This design comes from an exercise in tuning for small area, a short achievable clock period and few clock cycles per item on the open sky130 flow, not from production work.
RTL that was checked went through simulation tests only; none was proved equivalent to the original.
No functional check of the RTL was part of run 6.
Power and IR drop assume default switching activity.

==> design.v <==
`default_nettype none
package wqe_fetch_pkg;
    localparam int WQE_WIDTH  = 512;
    localparam int WQE_BYTES  = WQE_WIDTH / 8;
    localparam int ADDR_WIDTH = 32;
    localparam int QPID_LSB   = 328;
    localparam int QPID_WIDTH = 4;
    localparam int QPID_MSB   = QPID_LSB + QPID_WIDTH - 1;
    localparam int PAD_WIDTH  = WQE_WIDTH - QPID_MSB - 1;
    typedef logic [ADDR_WIDTH-1:0] addr_t;
    typedef union packed {
        logic [WQE_WIDTH-1:0] raw;
        struct packed {
            logic [PAD_WIDTH-1:0]  pad;
            logic [QPID_WIDTH-1:0] qpn;
            logic [QPID_LSB-1:0]   body;
        } f;
    } wqe_u;
endpackage
`default_nettype wire
`timescale 1ns/100ps
`default_nettype none
import wqe_fetch_pkg::*;
module wqe_fetch_top
#(
    parameter int MAX_QP   = 16,
    parameter int SQ_DEPTH = 4096,
    parameter int BODY     = 32          
)(
    input  logic                  clk,
    input  logic                  rst_n,
    output logic                  o_fetch_ready,
    input  logic                  i_arbit_val,
    input  logic [QPID_WIDTH-1:0] i_qp_idx,
    input  logic [MAX_QP-1:0]     i_active,
    input  logic [MAX_QP-1:0]     i_wqe_cache_alfull,
    input  logic [ADDR_WIDTH-1:0] i_sq_base,
    output logic [ADDR_WIDTH-1:0] o_axi_araddr,
    output logic                  o_axi_arvalid,
    input  logic                  i_axi_arready,
    input  logic [WQE_WIDTH-1:0]  i_axi_rdata,
    input  logic                  i_axi_rvalid,
    output logic                  o_axi_rready,
    output logic                  o_wqe_cache_wr,
    output logic [WQE_WIDTH-1:0]  o_wqe,
    input  logic [MAX_QP-1:0]     i_wqe_cache_full
);
    localparam int PI_WIDTH = $clog2(SQ_DEPTH);
    localparam int BA       = $clog2(BODY);
    localparam int OFF_LSB  = $clog2(WQE_BYTES);
    localparam int OFF_W    = ADDR_WIDTH - OFF_LSB;
    logic                  g_valid;
    logic [MAX_QP-1:0]     g_sel;       
    logic [QPID_WIDTH-1:0] g_qp;
    logic [PI_WIDTH-1:0]   sq_pi  [MAX_QP];
    logic                  pi_init;
    logic                  ar_valid;
    logic [OFF_W-1:0]      ar_addr;
    logic                  hd_vld;
    logic [MAX_QP-1:0]     hd_sel;      
    logic [QPID_WIDTH-1:0] hd_qp;
    logic [QPID_WIDTH-1:0] body [BODY];
    logic [BA:0]           bwp;
    logic [BA:0]           brp;
    logic                  req_ok_q;
    logic                  fr_a;
    logic                  grant;
    logic                  xfer;
    logic                  ar_fire;
    logic                  push;
    logic                  body_empty;   
    logic                  body_full;    
    logic                  to_head;
    logic [PI_WIDTH-1:0]   cur_pi;
    logic [QPID_WIDTH-1:0] hd_nxt;
    function automatic logic [OFF_W-1:0] prefix_add(input logic [OFF_W-1:0] a,
                                                    input logic [OFF_W-1:0] b);
        logic [OFF_W-1:0] g;
        logic [OFF_W-1:0] p;
        logic [OFF_W-1:0] gg;
        logic [OFF_W-1:0] pp;
        g  = a & b;
        p  = a ^ b;
        gg = g;
        pp = p;
        for (int l = 1; l < OFF_W; l = l * 2)
            for (int i = 0; i < OFF_W; i++)
                if ((i / l) % 2 == 1)
                begin
                    gg[i] = gg[i] | (pp[i] & gg[(i / l) * l - 1]);
                    pp[i] = pp[i] & pp[(i / l) * l - 1];
                end
        prefix_add = p ^ {gg[OFF_W-2:0], 1'b0};
    endfunction
    assign xfer          = g_valid & ~body_full & (~ar_valid | i_axi_arready);
    assign o_fetch_ready = fr_a | (req_ok_q & ~body_full & i_axi_arready);
    logic                  req_ok;
    logic                  g_valid_d;
    logic                  ar_valid_d;
    logic [BA:0]           bwp_d;
    logic [BA:0]           brp_d;
    logic                  body_full_d;
    logic                  body_empty_d;
    assign req_ok      = (|i_active) & ~(&i_wqe_cache_alfull);
    assign g_valid_d   = grant | (g_valid & ~xfer);
    assign ar_valid_d  = xfer | (ar_valid & ~ar_fire);
    assign bwp_d       = bwp + (BA+1)'(xfer & ~to_head);
    assign brp_d       = brp + (BA+1)'(push & ~body_empty);
    assign body_full_d  = (bwp_d == {~brp_d[BA], brp_d[BA-1:0]});
    assign body_empty_d = (bwp_d == brp_d);
    assign grant         = i_arbit_val & o_fetch_ready;
    assign ar_fire       = ar_valid & i_axi_arready;
    always_comb
    begin
        cur_pi = '0;
        g_qp   = '0;
        for (int q = 0; q < MAX_QP; q++)
        begin
            if (g_sel[q])
                cur_pi = cur_pi | sq_pi[q];
            if (g_sel[q])
                g_qp = g_qp | QPID_WIDTH'(q);
        end
    end
    assign to_head       = ~hd_vld | (push & body_empty);
    always_ff @(posedge clk or negedge rst_n)
    begin
        if (!rst_n)
        begin
            g_valid  <= 1'b0;
            pi_init  <= 1'b0;
            ar_valid <= 1'b0;
            hd_vld   <= 1'b0;
            bwp      <= '0;
            brp      <= '0;
            req_ok_q <= 1'b0;
            fr_a     <= 1'b0;
            body_full  <= 1'b0;
            body_empty <= 1'b1;
        end
        else
        begin
            req_ok_q <= req_ok;
            fr_a     <= req_ok & (~g_valid_d | (~body_full_d & ~ar_valid_d));
            body_full  <= body_full_d;
            body_empty <= body_empty_d;
            if (grant)
                g_valid <= 1'b1;
            else if (xfer)
                g_valid <= 1'b0;
            pi_init  <= 1'b1;
            if (xfer)
                ar_valid <= 1'b1;
            else if (ar_fire)
                ar_valid <= 1'b0;
            if (xfer)
                hd_vld <= 1'b1;
            else if (push & body_empty)
                hd_vld <= 1'b0;
            bwp <= bwp_d;
            brp <= brp_d;
        end
    end
    always_ff @(posedge clk)
    begin
        if (grant)
            g_sel <= MAX_QP'(1) << i_qp_idx;
        for (int q = 0; q < MAX_QP; q++)
            if (~pi_init | (xfer & g_sel[q]))
                sq_pi[q] <= pi_init ? cur_pi + 1'b1 : '0;
        if (xfer)
        begin
            ar_addr <= prefix_add(i_sq_base[ADDR_WIDTH-1:OFF_LSB], OFF_W'({g_qp, cur_pi}));
        end
        if (xfer & ~to_head)
            body[bwp[BA-1:0]] <= g_qp;
        if ((xfer & to_head) | push)
        begin
            hd_sel <= MAX_QP'(1) << hd_nxt;
        end
    end
    assign o_axi_arvalid = ar_valid;
    assign o_axi_araddr  = {ar_addr, i_sq_base[OFF_LSB-1:0]};
    assign hd_nxt = (xfer & to_head) ? g_qp : body[brp[BA-1:0]];
    always_comb
    begin
        hd_qp = '0;
        for (int q = 0; q < MAX_QP; q++)
            if (hd_sel[q])
                hd_qp = hd_qp | QPID_WIDTH'(q);
    end
    assign o_wqe_cache_wr = i_axi_rvalid & hd_vld;
    assign o_axi_rready   = ~|(i_wqe_cache_full & hd_sel);
    assign push           = o_wqe_cache_wr & o_axi_rready;
    assign o_wqe          = {{PAD_WIDTH{1'b0}}, hd_qp, i_axi_rdata[QPID_LSB-1:0]};
endmodule
`default_nettype wire
==> flow/run.sh <==
#!/bin/bash
# Standard layout with four changes: port buffers are buf_1, constant outputs share
# tie cells through per-port buffers (flow/ties.tcl), o_axi_rready gets a shallow
# cone of its own (flow/rready.tcl), and CTS adds no dummy loads.
set -euo pipefail
here=$(pwd)
export BUFFER_PORTS_ARGS="-buffer_cell sky130_fd_sc_hd__buf_1"
export POST_GLOBAL_PLACE_TCL=$here/flow/ties.tcl
export POST_FLOORPLAN_TCL=$here/flow/rready.tcl
export CTS_ARGS="-sink_clustering_enable -repair_clock_nets -dont_use_dummy_load -buf_list {sky130_fd_sc_hd__clkbuf_4 sky130_fd_sc_hd__clkbuf_8} -sink_clustering_size 10 -sink_clustering_max_diameter 50"
bash standard.sh > standard.log 2>&1
==> flow/rready.tcl <==
# Run at the end of floorplan (POST_FLOORPLAN_TCL). Rebuilds the cone that drives
# o_axi_rready = ~|(i_wqe_cache_full & hd_sel) as a shallow tree (a22oi, nand4, nor2)
# that drives the port and every internal load; the cone synthesis made is then
# left without loads and removed.
set block [ord::get_db_block]
set db [ord::get_db]
set pnet [[$block findBTerm o_axi_rready] getNet]
set ndrv 0
foreach it [$pnet getITerms] {
  if {[$it isOutputSignal]} {
    $it disconnect
    incr ndrv
  }
}
if {$ndrv != 1} { error "rready.tcl: o_axi_rready has $ndrv drivers" }
proc cell {master name} {
  set m [[ord::get_db] findMaster $master]
  return [odb::dbInst_create [ord::get_db_block] $m $name]
}
proc pin {inst term net} {
  [$inst findITerm $term] connect $net
}
set full {}
set sel {}
for {set i 0} {$i < 16} {incr i} {
  lappend full [[$block findBTerm "i_wqe_cache_full\[$i\]"] getNet]
  set n [$block findNet "hd_sel\\\[$i\\\]"]
  if {$n eq "NULL"} { set n [$block findNet "hd_sel\[$i\]"] }
  if {$n eq "NULL"} { error "rready.tcl: no net hd_sel\[$i\]" }
  lappend sel $n
}
set y {}
for {set k 0} {$k < 8} {incr k} {
  set c [cell sky130_fd_sc_hd__a22oi_1 rready_a22oi_$k]
  set n [odb::dbNet_create $block rready_y$k]
  pin $c A1 [lindex $full [expr {2 * $k}]]
  pin $c A2 [lindex $sel [expr {2 * $k}]]
  pin $c B1 [lindex $full [expr {2 * $k + 1}]]
  pin $c B2 [lindex $sel [expr {2 * $k + 1}]]
  pin $c Y $n
  lappend y $n
}
set z {}
for {set j 0} {$j < 2} {incr j} {
  set c [cell sky130_fd_sc_hd__nand4_1 rready_nand4_$j]
  set n [odb::dbNet_create $block rready_z$j]
  foreach t {A B C D} k {0 1 2 3} { pin $c $t [lindex $y [expr {4 * $j + $k}]] }
  pin $c Y $n
  lappend z $n
}
set c [cell sky130_fd_sc_hd__nor2_1 rready_nor2]
pin $c A [lindex $z 0]
pin $c B [lindex $z 1]
pin $c Y $pnet
set before [llength [$block getInsts]]
eliminate_dead_logic
puts "rready.tcl: o_axi_rready rebuilt as a22oi/nand4/nor2, [expr {$before - [llength [$block getInsts]]}] cells of the old cone removed"
==> flow/ties.tcl <==
# Run after global placement (POST_GLOBAL_PLACE_TCL), once buffer_ports has run.
# The standard flow gives every constant output its own tie cell. Here each constant
# output gets a buf_1 in its tie's place instead, and neighbouring buffers share one
# tie cell, so far fewer tie cells are left with an unused, unextracted pin.
set block [ord::get_db_block]
set bufm [[ord::get_db] findMaster sky130_fd_sc_hd__buf_1]
set group 10
set ports {}
foreach inst [$block getInsts] {
  if {[[$inst getMaster] getName] ne "sky130_fd_sc_hd__conb_1"} { continue }
  foreach pin {LO HI} {
    set net [[$inst findITerm $pin] getNet]
    if {$net eq "NULL"} { continue }
    set bts [$net getBTerms]
    if {[llength $bts] != 1 || [llength [$net getITerms]] != 1} { continue }
    set bt [lindex $bts 0]
    set box [$bt getBBox]
    # order ports along the die edge so that a group's ports are neighbours
    lappend ports [list $pin [$box xMin] [$box yMin] $inst $net]
  }
}
proc edge_key {p} {
  lassign $p pin x y
  return [list $pin [expr {$x + 100000 * $y}]]
}
set ports [lsort -command {apply {{a b} {
  set ka [edge_key $a]; set kb [edge_key $b]
  if {[lindex $ka 0] ne [lindex $kb 0]} { return [string compare [lindex $ka 0] [lindex $kb 0]] }
  return [expr {[lindex $ka 1] < [lindex $kb 1] ? -1 : ([lindex $ka 1] > [lindex $kb 1])}]
}}} $ports]
set n 0
set k 0
set lastpin ""
foreach p $ports {
  lassign $p pin x y tie net
  set loc [$tie getLocation]
  if {$k % $group == 0 || $pin ne $lastpin} {
    set k 0
    set shared [odb::dbNet_create $block "tie_shared_$n"]
    set it [$tie findITerm $pin]
    $it disconnect
    $it connect $shared
  } else {
    odb::dbInst_destroy $tie
  }
  set b [odb::dbInst_create $block $bufm "tie_buf_$n"]
  $b setLocation [lindex $loc 0] [lindex $loc 1]
  $b setPlacementStatus PLACED
  [$b findITerm A] connect $shared
  [$b findITerm X] connect $net
  set lastpin $pin
  incr n
  incr k
}
puts "ties.tcl: $n constant outputs buffered from shared tie cells"
==> standard.sh <==
#!/bin/bash
# synth_recipe.tcl (not shown) runs the flow's synth.tcl, then flattens the netlist and writes it again
# the make line also repeats each setting of config.mk as NAME=value (left out here)
make -C /OpenROAD-flow-scripts/flow DESIGN_CONFIG=/design/flow/config.mk WORK_HOME=/design/flow/orfs CLKGATE_MAP_FILE= SYNTH_SCRIPT=/design/flow/synth_recipe.tcl "${@:-finish}"
==> config.mk <==
export PLATFORM = sky130hd
export DESIGN_NAME = wqe_fetch_top
export DESIGN_NICKNAME = wqe_fetch_top
export VERILOG_FILES = /design/flow/design.v
export SDC_FILE = /design/flow/constraint.sdc
export NUM_CORES = 4
export LEC_CHECK = 0
export CAP_MARGIN = 0
export CORE_AREA = 10 10 410 410
export DIE_AREA = 0 0 420 420
export SETUP_SLACK_MARGIN = 4.0
export SLEW_MARGIN = 0
==> constraint.sdc <==
create_clock -name core_clock -period 8.0 [get_ports {clk}]
set_input_delay 1.6000 -clock core_clock [delete_from_list [all_inputs] [get_ports {clk}]]
set_output_delay 1.6000 -clock core_clock [all_outputs]
set_load 0.01 [all_outputs]
==> results.txt, run 1 <==
number of synthesized flops with an enable pin 378; Worst slew margin 29.1%; Die Y 420 um; Total Routed Length 91.7 mm; Worst Setup Start Kind input pin; Fin. Hold Viols 0; placeable core area 0.159 sq mm; fin crit share 49.2%; FMAX 0.254 GHz; wire per inst 26.2 um; outcome finished clean; combinational power share 25.4%; crit path DAT 2.34 ns; Initial Utilization 12.7%; Final HPWL DP 73.5 mm; CTS Buf Count 48; CTS clk-pin slew, worst paths 0.07 ns; largest net degree at the start of global routing 43; CTS tree yes; sw power 1.87 mW; CTS root buf clkbuf_8; DR DRC count 0; Mean Syn Cell Area 13.1 sq um; std cell rows 146; VDD IR-drop max 110 uV; Slew Viols, Final 0; share of layout cells above drive strength 1 14.2%; Leak 6.58 nW; P_int 4.13 mW; first-pass GRT wire length 113 mm; drt pass-1 iters 5; grt total ovfl 0; PortBufs 116; Flop pwr share 54.3%; Gate Count Post-Synth 1,539; multi-input logic area 0.00452 sq mm; dpl cell area 0.0201 sq mm; Filler Cell Count 17,604; vias per cell 3.17; clock skew 0.124 ns; Seq/Total Area, Yosys 58.7%; Hold Path Class flip-flop to flip-flop; final critical-path required period 3.94 ns; CP Max Fanout 2; Seq cells post-synth 398; Clock Path Buffers 3; post-route ant nets 0; vias in the first global route 11,069; most frequent cells in the layout edfxtp_1, buf_1, nor2_1; RSZ-0062 raised after global routing false; Clock Latency Late Sink 0.69 ns; setup TNS 0 ns; initial antenna violation count 6; Reg area 0.0119 sq mm; starting DRC count in detailed routing 908; final core utilization 13.6%; Netlist cell types 57; synth warn 2; actual slew at the worst max-slew pin 1.06 ns; final net count 2,051; Die Wd 420 um; mapped cell area 0.0202 sq mm; Area growth syn-to-layout 6.67%; dominant synthesized flop cell edfxtp_1; switching share of total power 31.1%; Final Instance Area 0.0215 sq mm; total of max-cap violations 0; Clk pwr share 20.4%; CP endpoint kind primary output; Worst EP required 6.40 ns; IO Pins 1,149; power per cell area 278 mW/mm^2; gr usage total 9.67%; Clock Sinks 398; Setup Viol. Count Final 0; Async S/R FF share, synth 5.03%; die footprint 0.176 sq mm; WS Path Type input pin to primary output; via count 11,104; Max H-tree Level 2; most common cell after layout, fill and taps aside edfxtp_1
-- final timing paths --
path | from | end | slack [ns] | cells past startpoint
max | i_wqe_cache_full[12] | o_axi_rready | 4.06 | 5
min | g_valid$_DFFE_PN0P_ | g_valid$_DFFE_PN0P_ | 0.53 | 1
max reg2reg | g_sel[12]$_SDFFCE_PN0P_ | ar_addr[25]$_DFFE_PP_ | 4.15 | 15
min reg2reg | g_valid$_DFFE_PN0P_ | g_valid$_DFFE_PN0P_ | 0.53 | 1
max in group asynchronous | rst_n | body_empty$_DFF_PN1_ | 6.69 | 2
min in group asynchronous | rst_n | pi_init$_DFF_PN0_ | 0.92 | 2
-- power groups by stage --
stage | registers (mW) | logic, mW | clock network, mW
finish | 3.25 | 1.52 | 1.22
global route | 3.30 | 1.65 | 1.32
CTS | 3.25 | 1.47 | 1.26
detailed placement | 3.35 | 1.34 | 0
global placement | 3.31 | 1.29 | 0
floorplan | 3.24 | 1.14 | 0
-- timing repair --
action,4_1_cts,5_1_grt
hold buffers,0,0
endpoints found under the hold margin,0,0
endpoints found under the setup margin,18,13
pin swaps,4,5
buffers inserted,48,10
resized for setup,19,28
-- cells in the mapped netlist, types with 2 or more instances --
master	number	area [sq um]
nand2_2	8	50.1
buf_6	2	22.5
dfrtp_1	19	475
nor3_1	17	85.1
nor3b_1	2	15.0
nor2_1	94	353
inv_1	29	109
nand4_1	11	68.8
and4_1	8	70.1
mux2_4	2	30.0
nand2_1	68	255
or3_1	2	12.5
mux2_2	2	22.5
a21o_1	4	30.0
mux4_1	8	210
nor2b_1	5	31.3
mux4_2	16	360
buf_4	514	3860
xor2_1	11	96.3
clkbuf_1	23	86.3
nor4_1	22	138
nand2b_1	6	37.5
a22o_1	37	324
o22ai_1	5	31.3
a22oi_1	44	330
o21ai_0	4	20.0
mux2i_1	24	240
buf_2	10	50.1
a311o_1	4	40.0
nand3_1	19	95.1
fa_1	4	80.1
edfxtp_1	378	11400
a31o_2	3	26.3
nand3b_1	5	37.5
a21oi_1	12	60.1
mux2i_2	4	55.1
and3_1	6	37.5
conb_1	2	7.51
and2_1	8	50.1
a221oi_1	32	280
xnor2_1	29	254
or3b_2	2	17.5
ha_1	20	250
-- registers in the layout, summed over array words and instances (netlist names) --
name / flops
ar_addr: 26
ar_valid: 1
body: 128
body_empty: 1
body_full: 1
brp: 6
bwp: 6
fr_a: 1
g_sel: 16
g_valid: 1
hd_sel: 16
hd_vld: 1
pi_init: 1
req_ok_q: 1
sq_pi: 192
-- logic make-up after synthesis --
family          after synthesis  synth area share (%)
mux                          56                  4.55
simple gates                286                  6.82
other cells                   2                0.0372
compound gates              152                  6.04
xor+xnor                     40                  1.74
buf+inv                     581                  20.5
flops                       398                  58.7
fa+ha+maj                    24                  1.64
-- critical path, stage by stage --
cell and delay, ns:
buf_1 0.08, a22oi_1 0.17, nand4_1 0.17, nor2_4 0.15, buf_1 0.17
-- cell type report --
class,instances,area share (%)
sequential,398,55.0
multi-input combinational,579,21.0
tap,2072,12.0
timing repair buffer,188,5.18
buffer,180,3.14
clock buffer,48,3.07
inverter,31,0.540
antenna,2,0.0232
-- layer usage --
| metal | part of all wire [%] | vias up | global-route usage, % |
|---|---|---|---|
| li1 | - | 4794 | - |
| met3 | 26 | 273 | 11.7 |
| met5 | 0.90 | - | 3.28 |
| met2 | 43 | 726 | 14.5 |
| met1 | 23 | 5299 | 6.64 |
| met4 | 6.2 | 12 | 5.44 |
-- metrics by stage --
step	cells	hold WS, ns	setup slack, ns	power [mW]
after floorplan	1718	0.468	3.96	4.38
after global placement	3372	0.492	2.89	4.60
after detailed placement	3390	0.515	2.93	4.68
after CTS	3486	0.536	3.94	5.98
after global routing	3497	0.553	3.97	6.28
final	3498	0.528	4.06	6.00
Testbench counts, summed over its fixed seeds: cycles 11,267, items 8,000.
==> run 2, diff against run 1 <==
--- a/flow/run.sh
+++ b/flow/run.sh
@@ -8,4 +8,4 @@
 export POST_GLOBAL_PLACE_TCL=$here/flow/ties.tcl
 export POST_FLOORPLAN_TCL=$here/flow/rready.tcl
-export CTS_ARGS="-sink_clustering_enable -repair_clock_nets -dont_use_dummy_load -buf_list {sky130_fd_sc_hd__clkbuf_4 sky130_fd_sc_hd__clkbuf_8} -sink_clustering_size 10 -sink_clustering_max_diameter 50"
+export CTS_ARGS="-sink_clustering_enable -repair_clock_nets -dont_use_dummy_load -buf_list {sky130_fd_sc_hd__clkbuf_4} -sink_clustering_size 9 -sink_clustering_max_diameter 30"
 bash standard.sh > standard.log 2>&1
--- a/flow/rready.tcl
+++ b/flow/rready.tcl
@@ -1,17 +1,13 @@
 # Run at the end of floorplan (POST_FLOORPLAN_TCL). Rebuilds the cone that drives
 # o_axi_rready = ~|(i_wqe_cache_full & hd_sel) as a shallow tree (a22oi, nand4, nor2)
-# that drives the port and every internal load; the cone synthesis made is then
-# left without loads and removed.
+# used only by the port; the cone synthesis made keeps driving the internal loads.
 set block [ord::get_db_block]
 set db [ord::get_db]
 set pnet [[$block findBTerm o_axi_rready] getNet]
-set ndrv 0
+set inet [odb::dbNet_create $block rready_int]
 foreach it [$pnet getITerms] {
-  if {[$it isOutputSignal]} {
-    $it disconnect
-    incr ndrv
-  }
+  $it disconnect
+  $it connect $inet
 }
-if {$ndrv != 1} { error "rready.tcl: o_axi_rready has $ndrv drivers" }
 proc cell {master name} {
   set m [[ord::get_db] findMaster $master]
@@ -53,5 +49,3 @@
 pin $c B [lindex $z 1]
 pin $c Y $pnet
-set before [llength [$block getInsts]]
-eliminate_dead_logic
-puts "rready.tcl: o_axi_rready rebuilt as a22oi/nand4/nor2, [expr {$before - [llength [$block getInsts]]}] cells of the old cone removed"
+puts "rready.tcl: o_axi_rready rebuilt as a22oi/nand4/nor2"
--- a/config.mk
+++ b/config.mk
@@ -9,4 +9,4 @@
 export CORE_AREA = 10 10 410 410
 export DIE_AREA = 0 0 420 420
-export SETUP_SLACK_MARGIN = 4.0
+export SETUP_SLACK_MARGIN = 4.1
 export SLEW_MARGIN = 0
==> results.txt, run 2 <==
Final Instance Area 0.0209 sq mm (was 0.0215 sq mm); Final HPWL DP 70.9 mm (was 73.5 mm); total of max-cap violations 0 (unchanged); CTS root buf clkbuf_4 (was clkbuf_8); setup TNS 0 ns (unchanged); combinational power share 25.1% (was 25.4%); Worst slew margin 19.9% (was 29.1%); std cell rows 146 (unchanged); slowest CP cell a22oi_1 (unchanged); post-synth top area share 56.2% (unchanged); most common cell after layout, fill and taps aside edfxtp_1 (unchanged); actual slew at the worst max-slew pin 1.20 ns (was 1.06 ns); Max H-tree Level 2 (unchanged); P_int 3.88 mW (was 4.13 mW); Worst EP required 6.40 ns (about the same); dominant synthesized flop cell edfxtp_1 (unchanged); Buf/Inv on CP 2 (unchanged); gr usage total 9.41% (was 9.67%); CP endpoint kind primary output (unchanged); final core utilization 13.2% (was 13.6%); Post-Synth Adder-Cell Area 1.64% (unchanged); vias per cell 3.24 (was 3.17); synth top area cells edfxtp_1, buf_4, dfrtp_1 (unchanged); switching share of total power 31.9% (was 31.1%); final critical-path required period 3.89 ns (was 3.94 ns); Clk pwr share 17.5% (was 20.4%); Fin. Hold Viols 0 (unchanged); Worst Setup Start Kind input pin (unchanged); number of flip-flops in the largest register 192 (unchanged); top cells by count, synth buf_4, edfxtp_1, nor2_1 (unchanged); via count 11,279 (was 11,104); VDD IR-drop max 134 uV (was 110 uV); starting DRC count in detailed routing 872 (was 908); Mean Syn Cell Area 13.1 sq um (unchanged); Netlist cell types 57 (unchanged); Clock Path Buffers 3 (unchanged); post-route ant nets 0 (unchanged); DR DRC count 0 (unchanged); Seq/Total Area, Yosys 58.7% (unchanged); XOR/XNOR Fraction of Synth Area 1.74% (unchanged); clock skew 0.174 ns (was 0.124 ns); count leader, synth buf_4 (unchanged); Seq cells post-synth 398 (unchanged); largest family of logic cells by synthesized area buffers and inverters (unchanged); CP Max Fanout 2 (unchanged); area leader, netlist edfxtp_1 (unchanged); PortBufs 116 (unchanged); number of synthesized flops with an enable pin 378 (unchanged); worst stage delay on the critical path 0.21 ns (was 0.17 ns); CTS clk-pin slew, worst paths 0.05 ns (was 0.07 ns); mapped cell area 0.0202 sq mm (unchanged); CTS Buf Count 60 (was 48); die footprint 0.176 sq mm (unchanged); drt pass-1 iters 5 (unchanged); grt total ovfl 0 (unchanged); first-pass GRT wire length 112 mm (was 113 mm); worst reg2reg setup slack 4.35 ns (was 4.15 ns); Async S/R FF share, synth 5.03% (unchanged); post-synthesis compound-gate area fraction 6.04% (unchanged); Hold Path Class flip-flop to flip-flop (unchanged); CP top delay family buffers and inverters (was simple AND/OR/NAND/NOR gates); fin crit share 48.6% (was 49.2%); wire per inst 25.6 um (was 26.2 um); Gate Count Post-Synth 1,539 (unchanged); final net count 2,031 (was 2,051); synth warn 2 (unchanged); placeable core area 0.159 sq mm (unchanged); vias in the first global route 11,181 (was 11,069); Area growth syn-to-layout 3.54% (was 6.67%); Initial Utilization 12.7% (unchanged); share of layout cells above drive strength 1 11.8% (was 14.2%); initial antenna violation count 9 (was 6); Flop pwr share 57.4% (was 54.3%); crit path DAT 2.29 ns (was 2.34 ns); dpl cell area 0.0202 sq mm (was 0.0201 sq mm); power per cell area 272 mW/mm^2 (was 278 mW/mm^2); Clock Sinks 398 (unchanged); WS Path Type input pin to primary output (unchanged); Top reg by flops sq_pi (unchanged); sw power 1.81 mW (was 1.87 mW); CTS tree yes (unchanged); Min Hold Slack 0.520 ns (was 0.528 ns); Die Y 420 um (unchanged); FMAX 0.257 GHz (was 0.254 GHz); most frequent cells in the layout edfxtp_1, buf_1, nor2_1 (unchanged); Slew Viols, Final 0 (unchanged); Die Wd 420 um (unchanged); largest net degree at the start of global routing 44 (was 43); Total Routed Length 89.0 mm (was 91.7 mm); mux contribution to synthesized area 4.55% (unchanged); RSZ-0062 raised after global routing true (was false); critical-path cell list buf_1 -> a22oi_1 -> nand4_1 -> nor2_1 -> clkbuf_2 (was buf_1 -> a22oi_1 -> nand4_1 -> nor2_4 -> buf_1); final std cells w/o fill 3,480 (was 3,498); Post-Place Cells 3,407 (was 3,390); Simple-Gate Fraction of Synth Area 6.82% (unchanged); Setup Viol. Count Final 0 (unchanged); Leak 6.27 nW (was 6.58 nW); Filler Cell Count 17,658 (was 17,604); Clock Latency Late Sink 0.85 ns (was 0.69 ns); IO Pins 1,149 (unchanged); outcome finished clean (unchanged)
-- run 2: per-stage QoR --
step | total power, mW | setup WS (ns)
after global routing | 5.99 | 4.08
after floorplan | 4.38 | 3.96
after detailed placement | 4.70 | 3.32
after global placement | 4.62 | 3.32
final | 5.69 | 4.11
after CTS | 5.70 | 4.08
-- run 2: final timing paths --
path	from	endpoint	cells past startpoint
setup / recovery	i_wqe_cache_full[10]	o_axi_rready	5
hold / removal	g_valid$_DFFE_PN0P_	ar_valid$_DFFE_PN0P_	2
setup reg to reg	g_sel[12]$_SDFFCE_PN0P_	ar_addr[8]$_DFFE_PP_	16
hold reg to reg	g_valid$_DFFE_PN0P_	ar_valid$_DFFE_PN0P_	2
max in group asynchronous	rst_n	req_ok_q$_DFF_PN0_	2
min in group asynchronous	rst_n	pi_init$_DFF_PN0_	2
-- run 2: kinds of logic (layout without fill, tap and decap cells) --
kind of cell / Yosys count / after routing
compound gates: 152 / 160
xor+xnor: 40 / 40
fa+ha+maj: 24 / 24
buf+inv: 581 / 418
flops: 398 / 398
mux: 56 / 56
other cells: 2 / 23
simple gates: 286 / 289
-- run 2: tightest hold or removal path, stage by stage, from the launching register on --
cell and delay [ns]:
dfrtp_1 0.35, nand2_1 0.06, nand2_1 0.08
-- run 2: power groups by stage --
stage | logic, mW | clock network (mW) | registers [mW]
3_5_place_dp | 1.38 | 0 | 3.32
3_3_place_gp | 1.33 | 0 | 3.30
5_1_grt | 1.57 | 1.10 | 3.32
4_1_cts | 1.40 | 1.03 | 3.27
6_report | 1.43 | 0.993 | 3.27
2_1_floorplan | 1.14 | 0 | 3.24
-- run 2: metal layers --
metal	vias up	track usage [%]	part of all wire, %
met3	293	11.2	27
li1	4804	-	-
met5	-	2.84	0.77
met4	10	6.51	7.7
met1	5304	6.93	24
met2	868	13.1	41
-- run 2: timing repair --
item,4_1_cts,5_1_grt
hold buffers,0,0
buffers inserted,6,3
resized for setup,12,26
pin swaps,0,4
endpoints found under the setup margin,18,29
-- run 2: area by class of cell --
| type | count | area [sq um] | area share [%] |
|---|---|---|---|
| Antenna cell | 4 | 10.0 | 0.0479 |
| Buffer | 180 | 676 | 3.23 |
| Clock buffer | 60 | 450 | 2.15 |
| Inverter | 31 | 116 | 0.557 |
| Multi-Input combinational cell | 588 | 4510 | 21.6 |
| Sequential cell | 398 | 11900 | 56.7 |
| Tap cell | 2072 | 2590 | 12.4 |
| Timing Repair Buffer | 147 | 701 | 3.35 |
==> run 3, diff against run 2 <==
--- a/design.v
+++ b/design.v
@@ -58,5 +58,4 @@
     logic [OFF_W-1:0]      ar_addr;
     logic                  hd_vld;
-    logic [MAX_QP-1:0]     hd_sel;      
     logic [QPID_WIDTH-1:0] hd_qp;
     logic [QPID_WIDTH-1:0] body [BODY];
@@ -176,20 +175,11 @@
             body[bwp[BA-1:0]] <= g_qp;
         if ((xfer & to_head) | push)
-        begin
-            hd_sel <= MAX_QP'(1) << hd_nxt;
-        end
+            hd_qp <= hd_nxt;
     end
     assign o_axi_arvalid = ar_valid;
     assign o_axi_araddr  = {ar_addr, i_sq_base[OFF_LSB-1:0]};
     assign hd_nxt = (xfer & to_head) ? g_qp : body[brp[BA-1:0]];
-    always_comb
-    begin
-        hd_qp = '0;
-        for (int q = 0; q < MAX_QP; q++)
-            if (hd_sel[q])
-                hd_qp = hd_qp | QPID_WIDTH'(q);
-    end
     assign o_wqe_cache_wr = i_axi_rvalid & hd_vld;
-    assign o_axi_rready   = ~|(i_wqe_cache_full & hd_sel);
+    assign o_axi_rready   = ~i_wqe_cache_full[hd_qp];
     assign push           = o_wqe_cache_wr & o_axi_rready;
     assign o_wqe          = {{PAD_WIDTH{1'b0}}, hd_qp, i_axi_rdata[QPID_LSB-1:0]};
--- a/flow/rready.tcl
+++ b/flow/rready.tcl
@@ -1,13 +1,18 @@
 # Run at the end of floorplan (POST_FLOORPLAN_TCL). Rebuilds the cone that drives
-# o_axi_rready = ~|(i_wqe_cache_full & hd_sel) as a shallow tree (a22oi, nand4, nor2)
-# used only by the port; the cone synthesis made keeps driving the internal loads.
+# o_axi_rready = ~i_wqe_cache_full[hd_qp] as a decoder of the (early) hd_qp register
+# and a shallow tree from the (late) full inputs (a22oi, nand4, nor2) that drives the
+# port and every internal load; the cone synthesis made is then left without loads
+# and removed.
 set block [ord::get_db_block]
 set db [ord::get_db]
 set pnet [[$block findBTerm o_axi_rready] getNet]
-set inet [odb::dbNet_create $block rready_int]
+set ndrv 0
 foreach it [$pnet getITerms] {
-  $it disconnect
-  $it connect $inet
+  if {[$it isOutputSignal]} {
+    $it disconnect
+    incr ndrv
+  }
 }
+if {$ndrv != 1} { error "rready.tcl: o_axi_rready has $ndrv drivers" }
 proc cell {master name} {
   set m [[ord::get_db] findMaster $master]
@@ -18,11 +23,27 @@
 }
 set full {}
+set q {}
+set nq {}
+for {set b 0} {$b < 4} {incr b} {
+  set n [$block findNet "hd_qp\\\[$b\\\]"]
+  if {$n eq "NULL"} { set n [$block findNet "hd_qp\[$b\]"] }
+  if {$n eq "NULL"} { error "rready.tcl: no net hd_qp\[$b\]" }
+  lappend q $n
+  set c [cell sky130_fd_sc_hd__inv_1 rready_inv_$b]
+  set m [odb::dbNet_create $block rready_nq$b]
+  pin $c A $n
+  pin $c Y $m
+  lappend nq $m
+}
 set sel {}
 for {set i 0} {$i < 16} {incr i} {
   lappend full [[$block findBTerm "i_wqe_cache_full\[$i\]"] getNet]
-  set n [$block findNet "hd_sel\\\[$i\\\]"]
-  if {$n eq "NULL"} { set n [$block findNet "hd_sel\[$i\]"] }
-  if {$n eq "NULL"} { error "rready.tcl: no net hd_sel\[$i\]" }
-  lappend sel $n
+  set c [cell sky130_fd_sc_hd__and4_1 rready_dec_$i]
+  set m [odb::dbNet_create $block rready_sel$i]
+  foreach t {A B C D} b {0 1 2 3} {
+    pin $c $t [lindex [expr {($i >> $b) & 1 ? $q : $nq}] $b]
+  }
+  pin $c X $m
+  lappend sel $m
 }
 set y {}
@@ -49,3 +70,5 @@
 pin $c B [lindex $z 1]
 pin $c Y $pnet
-puts "rready.tcl: o_axi_rready rebuilt as a22oi/nand4/nor2"
+set before [llength [$block getInsts]]
+eliminate_dead_logic
+puts "rready.tcl: o_axi_rready rebuilt as decoder and a22oi/nand4/nor2, [expr {$before - [llength [$block getInsts]]}] cells of the old cone removed"
==> results.txt, run 3 <==
Exit stage 2_1_floorplan; Seq cells post-synth 386 (was 398); tool error message Error: floorplan.tcl, 161 rready.tcl: no net hd_qp[0]; post-synth top area share 56.4% (was 56.2%); count leader, synth buf_4 (unchanged); Die Y 420 um (unchanged); top cells by count, synth buf_4, edfxtp_1, nor2_1 (unchanged); synth warn 2 (unchanged); Netlist cell types 51 (was 57); number of synthesized flops with an enable pin 366 (was 378); dominant synthesized flop cell edfxtp_1 (unchanged); synth top area cells edfxtp_1, buf_4, mux4_2 (was edfxtp_1, buf_4, dfrtp_1); Async S/R FF share, synth 5.18% (was 5.03%); outcome stopped before the end (was finished clean); std cell rows 146 (unchanged); Mean Syn Cell Area 13.6 sq um (was 13.1 sq um); Seq/Total Area, Yosys 58.9% (was 58.7%); mapped cell area 0.0195 sq mm (was 0.0202 sq mm); Die Wd 420 um (unchanged); area leader, netlist edfxtp_1 (unchanged); Initial Utilization 12.3% (was 12.7%); Gate Count Post-Synth 1,439 (was 1,539)
## run 3: cell types whose count changed after synthesis, sizes merged, moves of 5 or more
cell,before,now
nor2,94,68
mux2i,28,3
o22ai,5,0
mux4,24,45
nor4,22,11
nand4,11,16
inv,30,22
edfxtp,378,366
a22oi,44,36
a22o,37,30
nand2,76,66
## run 3: kinds of logic after synthesis
kind of cell | Yosys count | synth area share [%]
xor+xnor | 37 | 1.66
other cells | 2 | 0.0385
compound gates | 132 | 5.27
fa+ha+maj | 24 | 1.69
buf+inv | 572 | 21.0
mux | 50 | 5.50
flops | 386 | 58.9
simple gates | 236 | 5.86
Testbench counts of run 3, summed over its fixed seeds: cycles 11,267, items 8,000.
==> run 4, diff against run 3 <==
--- a/flow/rready.tcl
+++ b/flow/rready.tcl
@@ -8,6 +8,13 @@
 set pnet [[$block findBTerm o_axi_rready] getNet]
 set ndrv 0
+set mnet NULL
 foreach it [$pnet getITerms] {
   if {[$it isOutputSignal]} {
+    # when synthesis drove the port through an inverter, its input carries
+    # i_wqe_cache_full[hd_qp] to the internal logic too: that net gets the new cone
+    set old [$it getInst]
+    if {[regexp {__(clk)?inv_} [[$old getMaster] getName]]} {
+      set mnet [[$old findITerm A] getNet]
+    }
     $it disconnect
     incr ndrv
@@ -23,11 +30,14 @@
 }
 set full {}
-set q {}
+set q {NULL NULL NULL NULL}
+foreach inst [$block getInsts] {
+  if {[regexp {^hd_qp\\?\[([0-3])\\?\]\$} [$inst getName] -> b]} {
+    lset q $b [[$inst findITerm Q] getNet]
+  }
+}
 set nq {}
 for {set b 0} {$b < 4} {incr b} {
-  set n [$block findNet "hd_qp\\\[$b\\\]"]
-  if {$n eq "NULL"} { set n [$block findNet "hd_qp\[$b\]"] }
-  if {$n eq "NULL"} { error "rready.tcl: no net hd_qp\[$b\]" }
-  lappend q $n
+  set n [lindex $q $b]
+  if {$n eq "NULL"} { error "rready.tcl: no register hd_qp\[$b\]" }
   set c [cell sky130_fd_sc_hd__inv_1 rready_inv_$b]
   set m [odb::dbNet_create $block rready_nq$b]
@@ -70,4 +80,18 @@
 pin $c B [lindex $z 1]
 pin $c Y $pnet
+if {$mnet ne "NULL"} {
+  set mdrv 0
+  foreach it [$mnet getITerms] {
+    if {[$it isOutputSignal]} {
+      $it disconnect
+      incr mdrv
+    }
+  }
+  if {$mdrv != 1} { error "rready.tcl: i_wqe_cache_full\[hd_qp\] net has $mdrv drivers" }
+  set c [cell sky130_fd_sc_hd__or2_1 rready_or2]
+  pin $c A [lindex $z 0]
+  pin $c B [lindex $z 1]
+  pin $c X $mnet
+}
 set before [llength [$block getInsts]]
 eliminate_dead_logic
--- a/config.mk
+++ b/config.mk
@@ -9,4 +9,4 @@
 export CORE_AREA = 10 10 410 410
 export DIE_AREA = 0 0 420 420
-export SETUP_SLACK_MARGIN = 4.1
+export SETUP_SLACK_MARGIN = 4.25
 export SLEW_MARGIN = 0
==> results.txt, run 4 <==
Async S/R FF share, synth 5.18% (unchanged); CTS tree yes; final net count 1,990; setup TNS 0 ns; routed wl met2 34.9 mm; WS Path Type input pin to primary output; Leak 6.39 nW; Netlist cell types 51 (unchanged); Worst EP required 6.40 ns; die footprint 0.176 sq mm; actual slew at the worst max-slew pin 1.05 ns; worst reg2reg setup slack 4.30 ns; Fin. Hold Viols 0; hold path start bwp[5]$_DFF_PN0_; std cell rows 146 (unchanged); top sig layer met5; area leader, netlist edfxtp_1 (unchanged); CP Max Fanout 2; CTS Hold Bufs 0; Gate Count Post-Synth 1,439 (unchanged); PortBufs 116; first-pass GRT wire length 105 mm; Clock Sinks 386; Filler Cell Count 17,714; Mean Syn Cell Area 13.6 sq um (unchanged); Worst slew margin 29.9%; post-synth top area share 56.4% (unchanged); Clk pwr share 15.2%; total power 6.17 mW; most common cell after layout, fill and taps aside edfxtp_1; final core utilization 13.2%; clock skew 0.177 ns; Worst Setup Start Kind input pin; FF-to-FF path depth 15; switching share of total power 33.7%; synth warn 2 (unchanged); pre-CTS setup slack 3.30 ns; Initial Utilization 12.3% (unchanged); drt pass-1 iters 6; Max H-tree Level 2; metal3 WL 21.0 mm; Die Y 420 um (unchanged); share of layout cells above drive strength 1 18.2%; gr usage total 8.91%; top cells by count, synth buf_4, edfxtp_1, nor2_1 (unchanged); most frequent cells in the layout edfxtp_1, buf_1, buf_4; mapped cell area 0.0195 sq mm (unchanged); synth top area cells edfxtp_1, buf_4, mux4_2 (unchanged); worst hold path depth 1; grt total ovfl 0; Top reg by flops sq_pi; end of the worst register-to-register path ar_addr[17]$_DFFE_PP_; Hold Path Class flip-flop to flip-flop; Flop pwr share 51.7%; FMAX 0.257 GHz; VDD IR-drop max 129 uV; initial antenna violation count 12; total of max-cap violations 0; reg-to-reg startpoint g_sel[5]$_SDFFCE_PP0P_; placeable core area 0.159 sq mm; count leader, synth buf_4 (unchanged); final critical-path required period 3.89 ns; CP endpoint kind primary output; P_int 4.09 mW; Total Routed Length 85.0 mm; Clock Path Buffers 3; Min Hold Slack 0.486 ns; RSZ-0062 raised after global routing true; Critical Path Start i_wqe_cache_full[6]; dominant synthesized flop cell edfxtp_1 (unchanged); number of synthesized flops with an enable pin 366 (unchanged); number of flip-flops in the largest register 192; vias per cell 3.19; Area growth syn-to-layout 7.12%; outcome finished clean (was stopped before the end); sw power 2.08 mW; Final Instance Area 0.0209 sq mm; Die Wd 420 um (unchanged); via count 10,957; Seq cells post-synth 386 (unchanged); vias in the first global route 11,091; post-route ant nets 0; largest net degree at the start of global routing 46; Final HPWL DP 67.4 mm; Clock Latency Late Sink 0.82 ns; dpl cell area 0.0196 sq mm; fin crit share 48.7%; IO Pins 1,149; CTS clk-pin slew, worst paths 0.10 ns; Slew Viols, Final 0; wire per inst 24.7 um; Post-Route M1 WL 20.9 mm; Setup Viol. Count Final 0; final std cells w/o fill 3,440; starting DRC count in detailed routing 822; Hold Path Sink bwp[5]$_DFF_PN0_; power per cell area 295 mW/mm^2; DR DRC count 0; crit path DAT 2.29 ns; Post-Place Cells 3,329; combinational power share 33.1%; Seq/Total Area, Yosys 58.9% (unchanged); CTS Buf Count 53; CTS root buf clkbuf_4; setup slack after layout 4.11 ns
-- run 4: worst max-delay path: stages --
cell     delay (ns)
buf_1          0.07
a22oi_1        0.18
nand4_1        0.17
nor2_1         0.13
buf_2          0.15
-- run 4: layout make-up --
class                   instances  area [sq um]  area share (%)
repair buffers                197          1190            5.70
clock buffers                  53           398            1.90
plain buffers                 180           676            3.23
diodes                          5          12.5          0.0599
flip-flops and latches        386         11500            55.0
multi-input cells             521          4430            21.2
well taps                    2072          2590            12.4
inverters                      26           100           0.479
-- run 4: logic make-up after synthesis --
family / count (synthesis) / synth area share [%]
flops: 386 / 58.9
compound gates: 132 / 5.27
fa+ha+maj: 24 / 1.69
mux: 50 / 5.50
buf+inv: 572 / 21.0
simple gates: 236 / 5.86
xor+xnor: 37 / 1.66
other cells: 2 / 0.0385
-- run 4: worst max path at each step --
stage | end | slack, ns
detailed placement | ar_addr[21]$_DFFE_PP_ | 3.30
global route | o_axi_rready | 4.01
global placement | ar_addr[21]$_DFFE_PP_ | 3.28
finish | o_axi_rready | 4.11
CTS | o_axi_rready | 4.13
floorplan | fr_a$_DFF_PN0_ | 3.62
-- run 4: repair_timing --
item / CTS / global route
resized for setup: 42 / 58
endpoints found under the setup margin: 70 / 50
buffers inserted: 24 / 29
pin swaps: 9 / 25
cloned: 0 / 0
-- run 4: metal layers --
metal	GRT usage (%)	vias up
met5	2.27	-
met4	7.07	12
met3	9.87	311
met2	12.6	776
met1	6.59	5261
li1	-	4597
-- run 4: power groups by stage --
stage	clock network (mW)	logic, mW	registers (mW)
floorplan	0	1.40	3.16
global placement	0	1.76	3.21
detailed placement	0	1.81	3.24
CTS	0.973	1.92	3.18
global route	1.05	2.21	3.24
finish	0.937	2.04	3.19
==> run 5, diff against run 4 <==
--- a/config.mk
+++ b/config.mk
@@ -9,4 +9,4 @@
 export CORE_AREA = 10 10 410 410
 export DIE_AREA = 0 0 420 420
-export SETUP_SLACK_MARGIN = 4.25
+export SETUP_SLACK_MARGIN = 4.1
 export SLEW_MARGIN = 0
==> results.txt, run 5 <==
gr usage total 8.87% (was 8.91%); number of flip-flops in the largest register 192 (unchanged); Clock Path Buffers 3 (unchanged); die footprint 0.176 sq mm (unchanged); area leader, netlist edfxtp_1 (unchanged); outcome finished clean (unchanged); synth warn 2 (unchanged); final core utilization 12.9% (was 13.2%); RSZ-0062 raised after global routing true (unchanged); Post-Place Cells 3,329 (unchanged); Mean Syn Cell Area 13.6 sq um (unchanged); CP top delay family simple AND/OR/NAND/NOR gates (unchanged); slowest CP cell a22oi_2 (was a22oi_1); dpl cell area 0.0196 sq mm (unchanged); worst stage delay on the critical path 0.17 ns (was 0.18 ns); most frequent cells in the layout edfxtp_1, buf_1, nand2_1, nor2_1, clkbuf_4 (was edfxtp_1, buf_1, buf_4); CP Max Fanout 2 (unchanged); Die Y 420 um (unchanged); Worst path depth 5 (unchanged); vias in the first global route 10,959 (was 11,091); Total Routed Length 84.2 mm (was 85.0 mm); first-pass GRT wire length 104 mm (was 105 mm); std cell rows 146 (unchanged); power per cell area 296 mW/mm^2 (was 295 mW/mm^2); CTS root buf clkbuf_4 (unchanged); FF-to-FF path depth 14 (was 15); IO Pins 1,149 (unchanged); total of max-cap violations 0 (unchanged); top sig layer met5 (unchanged); dominant synthesized flop cell edfxtp_1 (unchanged); count leader, synth buf_4 (unchanged); Clock Sinks 386 (unchanged); Die Wd 420 um (unchanged); Min Hold Slack 0.487 ns (was 0.486 ns); DR DRC count 0 (unchanged); fin crit share 48.6% (was 48.7%); via count 10,759 (was 10,957); post-route ant nets 0 (unchanged); Leak 6.17 nW (was 6.39 nW); Fin. Hold Viols 0 (unchanged); post-synth top area share 56.4% (unchanged); critical-path cell list buf_1 -> a22oi_2 -> nand4_1 -> nor2_1 -> buf_2 (was buf_1 -> a22oi_1 -> nand4_1 -> nor2_1 -> buf_2); Final HPWL DP 67.4 mm (unchanged); routed wl met2 34.9 mm (about the same); Worst EP required 6.40 ns (about the same); setup TNS 0 ns (unchanged); Clock Latency Late Sink 0.81 ns (was 0.82 ns); actual slew at the worst max-slew pin 1.03 ns (was 1.05 ns); Setup Viol. Count Final 0 (unchanged); Worst slew margin 31.1% (was 29.9%); drt pass-1 iters 5 (was 6); Async S/R FF share, synth 5.18% (unchanged); vias per cell 3.16 (was 3.19); CP endpoint kind primary output (unchanged); Final Instance Area 0.0204 sq mm (was 0.0209 sq mm); final critical-path required period 3.89 ns (about the same); VDD IR-drop max 123 uV (was 129 uV); grt total ovfl 0 (unchanged); starting DRC count in detailed routing 779 (was 822); mapped cell area 0.0195 sq mm (unchanged); Netlist cell types 51 (unchanged); final net count 1,959 (was 1,990); PortBufs 116 (unchanged); metal3 WL 20.8 mm (was 21.0 mm); Gate Count Post-Synth 1,439 (unchanged); FMAX 0.257 GHz (about the same); Seq/Total Area, Yosys 58.9% (unchanged); Area growth syn-to-layout 4.77% (was 7.12%); crit path DAT 2.29 ns (about the same); Post-Route M1 WL 20.8 mm (was 20.9 mm); CTS tree yes (unchanged); CTS Hold Bufs 0 (unchanged); number of synthesized flops with an enable pin 366 (unchanged); CTS Buf Count 53 (unchanged); share of layout cells above drive strength 1 14.1% (was 18.2%); pre-CTS setup slack 3.30 ns (unchanged); Worst Setup Start Kind input pin (unchanged); largest net degree at the start of global routing 46 (unchanged); CTS clk-pin slew, worst paths 0.10 ns (about the same); synth top area cells edfxtp_1, buf_4, mux4_2 (unchanged); wire per inst 24.7 um (about the same); placeable core area 0.159 sq mm (unchanged); setup slack after layout 4.11 ns (about the same); Slew Viols, Final 0 (unchanged); Hold Path Class flip-flop to flip-flop (unchanged); initial antenna violation count 12 (unchanged); worst hold path depth 1 (unchanged); WS Path Type input pin to primary output (unchanged); total power 6.05 mW (was 6.17 mW); most common cell after layout, fill and taps aside edfxtp_1 (unchanged); top cells by count, synth buf_4, edfxtp_1, nor2_1 (unchanged); Max H-tree Level 2 (unchanged); clock skew 0.177 ns (about the same); Top reg by flops sq_pi (unchanged); Buf/Inv on CP 2 (unchanged); final std cells w/o fill 3,409 (was 3,440); Seq cells post-synth 386 (unchanged); Initial Utilization 12.3% (unchanged)
==> run 5: cell counts after synthesis <==
Identical to the previous run, type by type.
==> run 5: power breakdown <==
| part | leakage [nW] | total (mW) | internal (mW) | switching, mW |
|---|---|---|---|---|
| clock network | 0.244 | 0.933 | 0.302 | 0.631 |
| registers | 3.73 | 3.18 | 2.96 | 0.218 |
| logic | 2.20 | 1.94 | 0.754 | 1.18 |
==> run 5: per-layer routing <==
metal	global-route usage (%)	up-vias
met5	2.27	-
met4	7.05	12
met3	9.86	292
met2	12.5	737
met1	6.59	5173
li1	-	4545
==> run 5: logic make-up (layout without fill, tap and decap cells) <==
group | Yosys count | in the layout | synth area share (%)
buf+inv | 572 | 425 | 21.0
flops | 386 | 386 | 58.9
simple gates | 236 | 256 | 5.86
compound gates | 132 | 140 | 5.27
mux | 50 | 45 | 5.50
xor+xnor | 37 | 37 | 1.66
fa+ha+maj | 24 | 24 | 1.69
other cells | 2 | 24 | 0.0385
==> run 5: what timing repair did <==
item | 4_1_cts | 5_1_grt
pin swaps | 2 | 14
endpoints found under the setup margin | 53 | 47
buffers inserted | 9 | 13
gates resized for setup | 15 | 33
endpoints found under the hold margin | 0 | 0
==> run 5: layout make-up <==
type,instances,area [sq um]
Fill cell,17745,138000
Multi-Input combinational cell,521,4270
Sequential cell,386,11500
Buffer,180,676
Tap cell,2072,2590
Inverter,26,100
Clock buffer,53,398
Timing Repair Buffer,166,888
Antenna cell,5,12.5
==> run 5: path summary, 6_finish.rpt <==
kind | to | startpoint | slack, ns
max | o_axi_rready | i_wqe_cache_full[2] | 4.11
min | bwp[5]$_DFF_PN0_ | bwp[5]$_DFF_PN0_ | 0.49
max reg2reg | ar_addr[14]$_DFFE_PP_ | g_sel[13]$_SDFFCE_PN0P_ | 4.22
min reg2reg | bwp[5]$_DFF_PN0_ | bwp[5]$_DFF_PN0_ | 0.49
max in group asynchronous | brp[0]$_DFF_PN0_ | rst_n | 6.88
min in group asynchronous | bwp[4]$_DFF_PN0_ | rst_n | 0.78
==> run 6, diff against run 5 <==
--- a/design.v
+++ b/design.v
@@ -18,4 +18,19 @@
     } wqe_u;
 endpackage
+`default_nettype wire
+`default_nettype none
+module qp_onehot
+#(
+    parameter int MAX_QP = 16,
+    parameter int QW     = 4
+)(
+    input  logic [QW-1:0]     i_qp,
+    output logic [MAX_QP-1:0] o_sel
+);
+    for (genvar q = 0; q < MAX_QP; q++)
+    begin : g_dec
+        assign o_sel[q] = (i_qp == QW'(q));
+    end
+endmodule
 `default_nettype wire
 `timescale 1ns/100ps
@@ -51,6 +66,6 @@
     localparam int OFF_W    = ADDR_WIDTH - OFF_LSB;
     logic                  g_valid;
+    logic [QPID_WIDTH-1:0] g_qp;
     logic [MAX_QP-1:0]     g_sel;       
-    logic [QPID_WIDTH-1:0] g_qp;
     logic [PI_WIDTH-1:0]   sq_pi  [MAX_QP];
     logic                  pi_init;
@@ -110,15 +125,17 @@
     assign grant         = i_arbit_val & o_fetch_ready;
     assign ar_fire       = ar_valid & i_axi_arready;
+    qp_onehot #(
+        .MAX_QP (MAX_QP),
+        .QW     (QPID_WIDTH)
+    ) u_g_sel (
+        .i_qp   (g_qp),
+        .o_sel  (g_sel)
+    );
     always_comb
     begin
         cur_pi = '0;
-        g_qp   = '0;
         for (int q = 0; q < MAX_QP; q++)
-        begin
             if (g_sel[q])
                 cur_pi = cur_pi | sq_pi[q];
-            if (g_sel[q])
-                g_qp = g_qp | QPID_WIDTH'(q);
-        end
     end
     assign to_head       = ~hd_vld | (push & body_empty);
@@ -164,5 +181,5 @@
     begin
         if (grant)
-            g_sel <= MAX_QP'(1) << i_qp_idx;
+            g_qp <= i_qp_idx;
         for (int q = 0; q < MAX_QP; q++)
             if (~pi_init | (xfer & g_sel[q]))
--- a/config.mk
+++ b/config.mk
@@ -11,2 +11,3 @@
 export SETUP_SLACK_MARGIN = 4.1
 export SLEW_MARGIN = 0
+export SYNTH_HIERARCHICAL = 1
==> results.txt, run 6 <==
outcome finished clean (unchanged); top cells by count, synth buf_4, edfxtp_1, nand2_1 (was buf_4, edfxtp_1, nor2_1); Final HPWL DP 61.8 mm (was 67.4 mm); synth top area cells edfxtp_1, buf_4, mux4_2 (unchanged); switching share of total power 33.6% (about the same); Leak 6.58 nW (was 6.17 nW); starting DRC count in detailed routing 1,362 (was 779); Buf/Inv on CP 2 (unchanged); std cell rows 146 (unchanged); Gate Count Post-Synth 1,413 (was 1,439); combinational power share 31.6% (was 32.0%); final critical-path required period 3.96 ns (was 3.89 ns); Async S/R FF share, synth 5.35% (was 5.18%); Mean Syn Cell Area 13.6 sq um (about the same); Worst slew margin 26.7% (was 31.1%); Worst EP required 6.40 ns (about the same); post-synth top area share 55.2% (was 56.4%); first-pass GRT wire length 100 mm (was 104 mm); drt pass-1 iters 6 (was 5); CP most frequent cell buf_6; slowest CP cell a22oi_2 (unchanged); die footprint 0.176 sq mm (unchanged); final net count 1,974 (was 1,959); placeable core area 0.159 sq mm (unchanged); actual slew at the worst max-slew pin 1.09 ns (was 1.03 ns); vias in the first global route 10,371 (was 10,959); setup TNS 0 ns (unchanged); Setup Viol. Count Final 0 (unchanged); Seq cells post-synth 374 (was 386); FMAX 0.252 GHz (was 0.257 GHz); CP endpoint kind primary output (unchanged); CTS Buf Count 59 (was 53); CTS clk-pin slew, worst paths 0.07 ns (was 0.10 ns); WS Path Type input pin to primary output (unchanged); vias per cell 3.29 (was 3.16); P_int 3.65 mW (was 4.02 mW); dominant synthesized flop cell edfxtp_1 (unchanged); CP Max Fanout 2 (unchanged); power per cell area 262 mW/mm^2 (was 296 mW/mm^2); Clock Sinks 374 (was 386); Clock Path Buffers 3 (unchanged); CP top delay family simple AND/OR/NAND/NOR gates (unchanged); sw power 1.85 mW (was 2.03 mW); critical-path cell list buf_6 -> a22oi_2 -> nand4_1 -> nor2_4 -> buf_6 (was buf_1 -> a22oi_2 -> nand4_1 -> nor2_1 -> buf_2); Initial Utilization 12.1% (was 12.3%); Clock Latency Late Sink 0.81 ns (about the same); initial antenna violation count 7 (was 12); Netlist cell types 56 (was 51); wire per inst 24.0 um (was 24.7 um); PortBufs 116 (unchanged); CTS tree yes (unchanged); VDD IR-drop max 125 uV (was 123 uV); total power 5.49 mW (was 6.05 mW); share of layout cells above drive strength 1 22.0% (was 14.1%); dpl cell area 0.0193 sq mm (was 0.0196 sq mm); gr usage total 8.35% (was 8.87%); Fin. Hold Viols 0 (unchanged); Die Wd 420 um (unchanged); Top reg by flops sq_pi (unchanged); grt total ovfl 0 (unchanged); Clk pwr share 17.6% (was 15.4%); Flop pwr share 50.8% (was 52.6%); mapped cell area 0.0193 sq mm (was 0.0195 sq mm); worst stage delay on the critical path 0.19 ns (was 0.17 ns); worst hold path depth 1 (unchanged); CTS root buf clkbuf_4 (unchanged); Seq/Total Area, Yosys 57.8% (was 58.9%); area leader, netlist edfxtp_1 (unchanged); largest net degree at the start of global routing 48 (was 46); RSZ-0062 raised after global routing true (unchanged); Total Routed Length 82.2 mm (was 84.2 mm); worst reg2reg setup slack 4.18 ns (was 4.22 ns); total of max-cap violations 0 (unchanged); end of the worst register-to-register path ar_addr[19]$_DFFE_PP_ (was ar_addr[14]$_DFFE_PP_); via count 11,268 (was 10,759); fin crit share 49.5% (was 48.6%); hold path start brp[5]$_DFF_PN0_ (was bwp[5]$_DFF_PN0_); FF-to-FF path depth 16 (was 14); number of flip-flops in the largest register 192 (unchanged); Area growth syn-to-layout 8.74% (was 4.77%); Hold Path Class flip-flop to flip-flop (unchanged); DR DRC count 0 (unchanged); post-route ant nets 0 (unchanged); Slew Viols, Final 0 (unchanged); Die Y 420 um (unchanged); number of synthesized flops with an enable pin 354 (was 366); IO Pins 1,149 (unchanged); reg-to-reg startpoint g_qp[3]$_DFFE_PP_ (was g_sel[13]$_SDFFCE_PN0P_); Hold Path Sink brp[5]$_DFF_PN0_ (was bwp[5]$_DFF_PN0_); clock skew 0.107 ns (was 0.177 ns); Worst Setup Start Kind input pin (unchanged); crit path DAT 2.36 ns (was 2.29 ns); Critical Path Start i_wqe_cache_full[6] (was i_wqe_cache_full[2]); Max H-tree Level 2 (unchanged); most common cell after layout, fill and taps aside edfxtp_1 (unchanged); synth warn 8 (was 2); count leader, synth buf_4 (unchanged); most frequent cells in the layout edfxtp_1, buf_1, buf_4 (was edfxtp_1, buf_1, nand2_1, nor2_1, clkbuf_4); Final Instance Area 0.0209 sq mm (was 0.0204 sq mm)
## run 6: cell count changes after synthesis, moves of 5 or more
cell	before	now
mux2_2	2	9
nor2_1	67	42
clkbuf_1	20	33
nand3_1	18	13
nand2_1	66	58
and4bb_1	0	5
edfxtp_1	366	354
buf_6	1	7
buf_2	12	5
## run 6: final cells by class
type                       count  area [sq um]
fill                       17693        138000
multi-input combinational    492          4550
inverter                      28           105
timing repair buffer         214          1430
sequential                   374         11100
tap                         2072          2590
antenna                        5          12.5
clock buffer                  59           443
buffer                       180           676
## run 6: repair_timing
action                                  CTS  global route
pin swaps                                12            31
endpoints found under the setup margin  154            50
buffers inserted                         28            46
resized for setup                        64            55
gates cloned                              2             6
hold buffers                              0             0
## run 6: power by group through the flow
stage          registers [mW]  logic (mW)  clock network, mW
2_1_floorplan            2.74        1.23                  0
3_3_place_gp             2.84        1.41                  0
3_5_place_dp             2.85        1.44                  0
4_1_cts                  2.79        1.60              0.974
5_1_grt                  2.83        1.86               1.07
6_report                 2.79        1.74              0.965
## run 6: kinds of logic after synthesis
family / after synthesis / synth area share, %
compound gates: 136 / 5.43
xor+xnor: 36 / 1.64
fa+ha+maj: 24 / 1.71
buf+inv: 585 / 21.7
flops: 374 / 57.8
mux: 55 / 5.77
other cells: 2 / 0.0390
simple gates: 201 / 5.90
## run 6: layer usage
| metal | GRT usage, % | wire length (um) |
|---|---|---|
| met1 | 7.51 | 22700 |
| met4 | 4.47 | 4350 |
| met5 | 3.36 | 805 |
| met3 | 8.50 | 19700 |
| met2 | 11.6 | 34600 |
## run 6: worst max path at each step
stage / slack [ns] / to / depth (start not counted)
2_1_floorplan: 3.93 / fr_a$_DFF_PN0_ / 14
3_3_place_gp: 3.16 / ar_addr[14]$_DFFE_PP_ / 12
6_report: 4.04 / o_axi_rready / 5
5_1_grt: 3.99 / o_axi_rready / 6
3_5_place_dp: 3.00 / sq_pi[15][10]$_DFFE_PP_ / 9
4_1_cts: 4.05 / ar_addr[14]$_DFFE_PP_ / 15
## run 6: stage by stage
stage	worst slack, ns	util [%]	hold WS, ns	std cells
2_1_floorplan	3.93	-	0.451	1592
3_3_place_gp	3.16	12.1	0.466	3260
3_5_place_dp	3.00	12.1	0.468	3278
4_1_cts	4.05	12.7	0.478	3367
5_1_grt	3.99	13.2	0.504	3424
6_report	4.04	13.2	0.481	3424

what the ideal ports hide:
Ports are ideal in the flow. The routed layouts listed here were re-timed in OpenROAD. Step 1, drivers: a clkbuf_16 drives clk and a buf_2 each remaining input, both assumed. Step 2 also shifts input and output timing later by t, the mid clock arrival at the registers, as if the neighbouring blocks saw the same clock. a / b / c = ideal ports / drivers / drivers and shift; a / b = the first two.
run	shift t [ns]	setup WS [ns]	hold WS [ns]	worst setup path at the end	latest minus earliest clock arrival (ns)
run 1	0.677	4.064 / 4.037 / 3.652	0.528 / 0.528 / 0.528	input to register	0.132 / 0.132
run 2	0.811	4.113 / 4.082 / 3.376	0.520 / 0.520 / 0.520	input to register	0.181 / 0.180
run 4	0.781	4.108 / 4.081 / 3.629	0.486 / 0.486 / 0.486	input to register	0.177 / 0.177
run 5	0.776	4.110 / 4.075 / 3.544	0.487 / 0.487 / 0.487	input to register	0.177 / 0.176
run 6	0.799	4.036 / 3.949 / 3.596	0.481 / 0.481 / 0.481	input to register	0.122 / 0.123
After both steps every run listed still meets setup and hold. The setup slack of run 2, which loses most, moves by -0.031 ns with the drivers and by -0.737 ns with both steps.
